Source: an optimization exercise on an open RTL-to-GDS flow (aim: small area, a short achievable clock period and few clock cycles per item). Production flows keep margins and buffers that such runs may drop.
Where RTL was checked, it was by simulation tests only, not by an equivalence proof against the original.

// alu_arbiter
module alu_arbiter #(
    parameter int unsigned MUL_LAT = 3
) (
    input  logic        clk_i,
    input  logic        rst_i,
    input  logic        req0_valid_i,
    output logic        req0_ready_o,
    input  logic [2:0]  req0_op_i,
    input  logic [31:0] req0_src1_i,
    input  logic [31:0] req0_src2_i,
    input  logic        req1_valid_i,
    output logic        req1_ready_o,
    input  logic [2:0]  req1_op_i,
    input  logic [31:0] req1_src1_i,
    input  logic [31:0] req1_src2_i,
    output logic        rsp_valid_o,
    input  logic        rsp_ready_i,
    output logic        rsp_id_o,
    output logic [31:0] rsp_result_o,
    output logic        busy_o
);
For scale: ~120 flip-flops, roughly 180 I/O pins, about 0.015 mm² of cells after synthesis.
export LEC_CHECK = 0
export ABC_AREA = 1
export ABC_CLOCK_PERIOD_IN_PS = 4000
export CAP_MARGIN = 20
export CORE_MARGIN = 2
export CORE_UTILIZATION = 40
export SETUP_SLACK_MARGIN = 4.45
export SLEW_MARGIN = 20
create_clock -name core_clock -period 9.0 [get_ports {clk_i}]
standard.sh (not shown) runs the stock make flow with config.mk's settings and CLKGATE_MAP_FILE= SYNTH_SCRIPT=/design/flow/synth_recipe.tcl, a recipe that flattens the netlist after the stock synthesis.
==> flow/flow/run.sh <==
#!/bin/bash
# Standard synthesis, then the standard layout with the settings below
# passed to make. make's output goes to synth.log and layout.log; each ORFS
# step keeps its own log under orfs/logs.
set -euo pipefail
bash standard.sh synth > synth.log 2>&1
args=(
  "BUFFER_PORTS_ARGS=-buffer_cell sky130_fd_sc_hd__buf_1"
  "CTS_ARGS=-sink_clustering_enable -repair_clock_nets -dont_use_dummy_load -root_buf sky130_fd_sc_hd__clkbuf_8 -buf_list {sky130_fd_sc_hd__clkbuf_4 sky130_fd_sc_hd__clkbuf_8}"
)
bash standard.sh "${args[@]}" finish > layout.log 2>&1
Next try:
--- a/flow/design.v
+++ b/flow/design.v
@@ -128,15 +128,15 @@
     logic [31:0] row_a, row_b;
     logic [31:0] t_xor, t_and;
     logic [31:0] sum;
     logic [4:0]  sh;
     logic [31:0] sh_in;
     logic [31:0] sh_l1, sh_l2, sh_l3, sh_l4, sh_out;
     logic        fill;
-    logic [31:0] s_sum, s_and, s_xor, s_sll, s_sra;
+    logic [31:0] s_sum, s_and, s_xor, s_sll, s_sra, s_hold;
     logic [3:0]  b_one, b_two, b_neg;
     assign b_one = ex_bd_q[3:0];
     assign b_two = ex_bd_q[7:4];
     assign b_neg = ex_bd_q[11:8];
     assign sh    = ex_b_q[4:0];
     always_comb begin
         for (int i = 0; i < 32; i++) begin
@@ -527,28 +527,26 @@
     end
     assign fill   = ex_d_q[D_SRA] & ex_a_q[31];
     assign sh_l1  = sh[0] ? {fill, sh_in[31:1]}           : sh_in;
     assign sh_l2  = sh[1] ? {{2{fill}}, sh_l1[31:2]}      : sh_l1;
     assign sh_l3  = sh[2] ? {{4{fill}}, sh_l2[31:4]}      : sh_l2;
     assign sh_l4  = sh[3] ? {{8{fill}}, sh_l3[31:8]}      : sh_l3;
     assign sh_out = sh[4] ? {{16{fill}}, sh_l4[31:16]}    : sh_l4;
-    logic [31:0] alu_res;
-    assign s_sum  = {32{ex_d_q[D_SUM]}};
-    assign s_and  = {32{ex_d_q[D_AND]}};
-    assign s_xor  = {32{ex_d_q[D_XOR]}};
-    assign s_sll  = {32{ex_d_q[D_SLL]}};
-    assign s_sra  = {32{ex_d_q[D_SRA]}};
-    always_comb begin
+    assign s_sum  = {32{ex_adv & ex_d_q[D_SUM]}};
+    assign s_and  = {32{ex_adv & ex_d_q[D_AND]}};
+    assign s_xor  = {32{ex_adv & ex_d_q[D_XOR]}};
+    assign s_sll  = {32{ex_adv & ex_d_q[D_SLL]}};
+    assign s_sra  = {32{ex_adv & ex_d_q[D_SRA]}};
+    assign s_hold = {32{~ex_adv}};
+    always_ff @(posedge clk_i) begin
         for (int i = 0; i < 32; i++) begin
-            alu_res[i] = (s_sum[i] & sum[i]) | (s_and[i] & t_and[i]) | (s_xor[i] & t_xor[i])
-                       | (s_sll[i] & sh_out[31 - i]) | (s_sra[i] & sh_out[i]);
+            rsp_res_q[i] <= (s_sum[i] & sum[i]) | (s_and[i] & t_and[i]) | (s_xor[i] & t_xor[i])
+                          | (s_sll[i] & sh_out[31 - i]) | (s_sra[i] & sh_out[i])
+                          | (s_hold[i] & rsp_res_q[i]);
         end
-    end
-    always_ff @(posedge clk_i) begin
-        rsp_res_q <= ex_adv ? alu_res : rsp_res_q;
-        rsp_id_q  <= ex_adv ? ex_id_q : rsp_id_q;
+        rsp_id_q <= (ex_adv & ex_id_q) | (~ex_adv & rsp_id_q);
     end
     assign rsp_valid_o  = rsp_valid_q;
     assign rsp_id_o     = rsp_id_q;
     assign rsp_result_o = rsp_res_q;
     assign busy_o       = ex_valid_q | rsp_valid_q;
 endmodule
Setup slack gains 0.14 ns.
Register-to-register slack is better by 0.14 ns.
Worst hold slack degrades by 0.0085 ns.
Final cell count barely changes.
Area after synthesis decreases by 2.8%.
Wire length decreases by 3.0%.
Flip-flop and latch count does not change.
Utilization fell by 0.53 points.
Cell area came out lower by 3.9%.
Testbench counts after the change, summed over its fixed seeds: cycles 3,103, items 2,400.
No functional check of the RTL was part of the first run of this note.

what the ideal ports hide:
Ports are ideal in the flow. The routed layouts listed here were re-timed in OpenROAD. Step 1: set_driving_cell puts a clkbuf_16 on clk_i and a buf_2 on each other input, an assumption about the parent block. Step 2 also shifts input and output timing later by t, the mid clock arrival at the registers, as if the neighbouring blocks saw the same clock. Slacks: no drivers / after step 1 / after step 2; pairs: no drivers / after step 1.
| run | shift t [ns] | setup WS [ns] | worst slew at a driven data input, ns | pins driven straight from the clock port |
|---|---|---|---|---|
| the first run | 0.502 | 4.347 / 4.347 / 4.347 | 0.05 | 1 |
| the second run | 0.506 | 4.491 / 4.484 / 4.043 | 0.04 | 1 |
After both steps setup and hold are still met in every run listed. The setup slack of the second run, which loses most, moves by -0.007 ns with the drivers and by -0.448 ns with both steps.
